From an optimization exercise on the open Yosys and OpenROAD flow, aimed at small area, a short achievable clock period and few clock cycles; shortcuts taken in it are not production practice. In this exercise RTL edits were held to simulation tests only and were not proved equivalent to the original. Power is estimated from default activity; no workload was simulated.

==> flow/design.v (excerpt) <==
module periodic_job_timer_table_core (
    input  logic                 clk,
    input  logic                 rst_n,
    input  logic                 cfg_valid,
    output logic                 cfg_ready,
    input  logic [7:0]           cfg_data,
    input  logic                 in_valid,
    output logic                 in_ready,
    input  logic [2:0]           opcode,
    input  logic [23:0]          interval_s,
    input  logic [23:0]          ttl_s,
    input  logic                 is_global,
    input  logic [15:0]          command_tag,
    input  logic [23:0]          target_id,
    input  logic                 delete_all,
    input  logic                 run_enable,
    input  logic [3:0]           slot_index,
    input  logic signed [31:0]   return_code,
    output logic                 out_valid,
    input  logic                 out_ready,
    output logic [3:0]           kind,
    output logic [3:0]           slot,
    output logic [23:0]          job_id,
    output logic [15:0]          command_out,
    output logic                 global_flag,
    output logic [31:0]          count,
    output logic [23:0]          interval_out,
    output logic [31:0]          remaining_s,
    output logic signed [31:0]   last_code,
    output logic                 running,
    output logic                 persist_changed,
    output logic                 last
);
Settings: LEC_CHECK=0, CAP_MARGIN=20, CORE_MARGIN=2, CORE_UTILIZATION=40, CTS_BUF_LIST=sky130_fd_sc_hd__clkbuf_8, CTS_CLUSTER_DIAMETER=50, CTS_CLUSTER_SIZE=14, PLACE_DENSITY=0.5, SETUP_SLACK_MARGIN=5, SLEW_MARGIN=20; clock period 9.0 ns.
run.sh (not shown) runs the stock make flow with config.mk's settings and CLKGATE_MAP_FILE= SYNTH_SCRIPT=/design/flow/synth_recipe.tcl, a recipe that flattens the netlist after the stock synthesis.
Testbench counts at the start, summed over its fixed seeds: cycles 9,435.
Change:
--- a/flow/design.v
+++ b/flow/design.v
@@ -13,22 +13,23 @@
         K_INFO = 4'd8, K_EMPTY = 4'd9, K_STALE = 4'd10
     } kind_t;
     typedef struct packed {
         logic [2:0]  op;
         logic [23:0] a;
         logic [23:0] b;
         logic [15:0] c;
         logic        f;
     } req_t;
     typedef struct packed {
         logic        add, tick, del, run, done, query;
+        logic [11:0] oh;
         logic [31:0] a;
         logic [31:0] b;
         logic [15:0] c;
         logic        f;
     } ereq_t;
     function automatic logic cmp32(input logic [31:0] a, input logic [31:0] b,
                                    input logic ge);
         logic [31:0] gt, lt;
         gt = a & ~b;
         lt = ~a & b;
         for (int l = 0; l < 5; l++)
@@ -198,23 +199,23 @@
         for (int i = 0; i < SL; i++)
             if (upd_v && upd_oh[i])
                 s_due[i] <= due_sum[31:0];
     end
     logic [SL-1:0] xe, xf, xe_n, xf_n;
     logic          wrap_stall, now_hi_ff;    
     logic [31:0]   now_p2;
     logic          p1_nz, p2_nz, xe_add, xf_upd;
     logic [SL-1:0] add_spec, done_spec;
     assign wrap_stall = upd_v && now_hi_ff;
     assign add_spec   = {SL{r_valid && r.add && !busy}} & free_oh;
-    assign done_spec  = {SL{r_valid && r.done && !busy}} & idx_oh & used;
+    assign done_spec  = {SL{r_valid && r.done && !busy}} & idx_oh;
     assign p1_nz      = (now_p1 != 32'd0);
     assign p2_nz      = (now_p2 != 32'd0);
     logic [31:0] ttl32;
     assign ttl32      = {8'd0, r.b[23:0]};
     assign xe_add     = exp_sum[32] && !(&now) &&
                         ((now ^ ttl32) != {(now[30:0] | ttl32[30:0]), 1'b0});
     logic d_le2, p2_wrap;
     assign d_le2      = (upd_d[23:2] == 22'd0) && !(&upd_d[1:0]);
     assign p2_wrap    = (now_p2[31:1] == 31'd0);
     assign xf_upd     = tick_go ? (p2_wrap ? (due_sum[32] && d_le2) : (due_sum[32] || d_le2)) :
                                   (upd_d1 || (due_sum[32] && p1_nz));
@@ -243,25 +244,25 @@
         cand_e = busy ? pend_e : m_e;
         low    = pjt_pkg::lowest12(cand);
         any    = |cand;
         sel_e  = |(low & cand_e);
     end
     logic          tmode;
     logic [SL-1:0] idx_oh, sel;
     logic          idx_ok;
     logic [3:0]    idx;
     assign tmode  = busy || r.tick;
     assign idx    = r.c[15:12];
-    assign idx_oh = r.c[SL-1:0];
-    assign idx_ok = |(idx_oh & used);
-    assign sel    = tmode ? low : ((r.done || r.query) ? (idx_oh & used) : '0);
+    assign idx_oh = r.oh;
+    assign idx_ok = |r.oh;
+    assign sel    = tmode ? low : ((r.done || r.query) ? r.oh : '0);
     logic [23:0] m_id, m_iv;
     logic [15:0] m_cmd;
     logic        m_gl;
     logic [31:0] m_runs, m_code;
     logic [3:0]  m_slot;
     always_comb
     begin
         m_id = '0; m_iv = '0; m_cmd = '0; m_gl = 1'b0; m_runs = '0; m_code = '0;
         m_slot = '0;
         for (int i = 0; i < SL; i++)
         begin
@@ -272,30 +273,30 @@
             m_runs = m_runs | ({32{sel[i]}} & s_runs[i]);
             m_code = m_code | ({32{sel[i]}} & s_code[i]);
             m_slot = m_slot | ({4{low[i]}} & 4'(i));
         end
     end
     logic m_iv_z;
     assign m_iv_z = |(sel & s_ivz);
     logic [31:0] d_inc;
     logic        d_iv_z, d_pch;
     assign d_inc  = pjt_pkg::inc32(r.b);
     assign d_iv_z = |(idx_oh & s_ivz);
-    assign d_pch  = |(idx_oh & used & s_ivz & s_gl);
+    assign d_pch  = |(idx_oh & s_ivz & s_gl);
     logic [SL-1:0] free_oh;
     logic          free_found;
     logic [3:0]    free_slot;
     always_comb
     begin
-        free_oh    = pjt_pkg::lowest12(~used);
-        free_found = !(&used);
+        free_oh    = r.oh;
+        free_found = |r.oh;
         free_slot  = '0;
         for (int i = 0; i < SL; i++)
             free_slot = free_slot | ({4{free_oh[i]}} & 4'(i));
     end
     logic [23:0] every;
     logic        add_le1;
     assign add_le1 = (r.a[23:1] == 23'd0) && (!r.a[0] || min_interval[7:1] == 7'd0);
     assign every = (r.a[23:0] != 24'd0 && r.a[23:8] == 16'd0 && r.a[7:0] < min_interval) ?
                    {16'd0, min_interval} : r.a[23:0];
     logic [32:0] exp_sum;
     logic [31:0] exp_new;
@@ -402,35 +403,37 @@
             n_runs_raw = n_runs_raw | ({32{n_idx_oh[i]}} & s_runs[i]);
         end
         n_hit_add  = |(add_spec & n_idx_oh);
         n_hit_done = |(done_spec & n_idx_oh);
         nr.add   = (n_req.op == pjt_pkg::OP_ADD);
         nr.tick  = (n_req.op == pjt_pkg::OP_TICK);
         nr.del   = (n_req.op == pjt_pkg::OP_DEL);
         nr.run   = (n_req.op == pjt_pkg::OP_RUN);
         nr.done  = (n_req.op == pjt_pkg::OP_DONE);
         nr.query = (n_req.op == pjt_pkg::OP_QUERY);
         nr.f     = n_req.f;
+        nr.oh    = nr.add ? pjt_pkg::lowest12(~used_pre) :
+                   ((nr.done || nr.query) ? (n_idx_oh & used_pre) : '0);
         nr.c     = n_req.c;
         nr.a     = {8'd0, n_req.a};
         nr.b     = {8'd0, n_req.b};
         if (nr.del)
         begin
             nr.b = '0;
             for (int i = 0; i < SL; i++)
                 nr.b[i] = used_pre[i] &&
                           (n_req.f || (add_spec[i] ? (n_tgt == nid) : (s_id[i] == n_tgt)));
         end
         else if (nr.done || nr.query)
         begin
-            nr.c = {n_idx, n_idx_oh};
+            nr.c = {n_idx, 12'd0};
             nr.a = nr.done ? {n_req.b[7:0], n_req.a} : (n_hit_add ? exp_new : n_exp_raw);
             nr.b = n_hit_add ? 32'd0 : (n_hit_done ? d_inc : n_runs_raw);
         end
     end
     always_ff @(posedge clk)
         if (r_free)
             r <= nr;
     always_ff @(posedge clk or negedge rst_n)
     begin
         if (!rst_n)
         begin
Outcome: Combinational power is higher by 70%. Non-clock buffer count is lower by 34. Worst setup slack got worse by 7.8 ps. Wire length is higher by 0.95%. Synthesized area is higher by about 1%. Count of clock-buffer cells in the layout is higher by 15. Critical path depth is lower by 1. Flip-flop and latch count is higher by 12. Via count is higher by about 2.5%. Sequential power is higher by about 18%.
Testbench counts after the change, summed over its fixed seeds: cycles 9,435.

==> separate check: timing with driven ports <==
The results above use ideal ports. As a check the final layouts listed here were re-extracted and re-timed, cells and wires unchanged.
Step 1, drivers: a clkbuf_16 drives clk and a buf_2 each remaining input, both assumed.
Step 2 moves the port delays by t, midway between the first and last clock arrival at a register: inputs arrive t later, outputs are due t later. That takes back most of the time a late clock gives input paths.
Three values: no drivers, after step 1, after step 2; two values: the first two.
| run | t (ns) | slack for setup (ns) | worst setup path after step 2 | clock arrival spread, ns | pins driven straight from the clock port |
|---|---|---|---|---|---|
| the first run | 1.224 | 4.862 / 4.862 / 3.758 | input to register | 0.097 / 0.097 | 1 |
| the second run | 1.241 | 4.855 / 4.892 / 3.709 | input to register | 0.091 / 0.091 | 1 |
After both steps setup and hold are still met in every run listed. For the second run, which loses most, drivers alone change the setup slack by +0.037 ns; drivers and shift together by -1.146 ns.
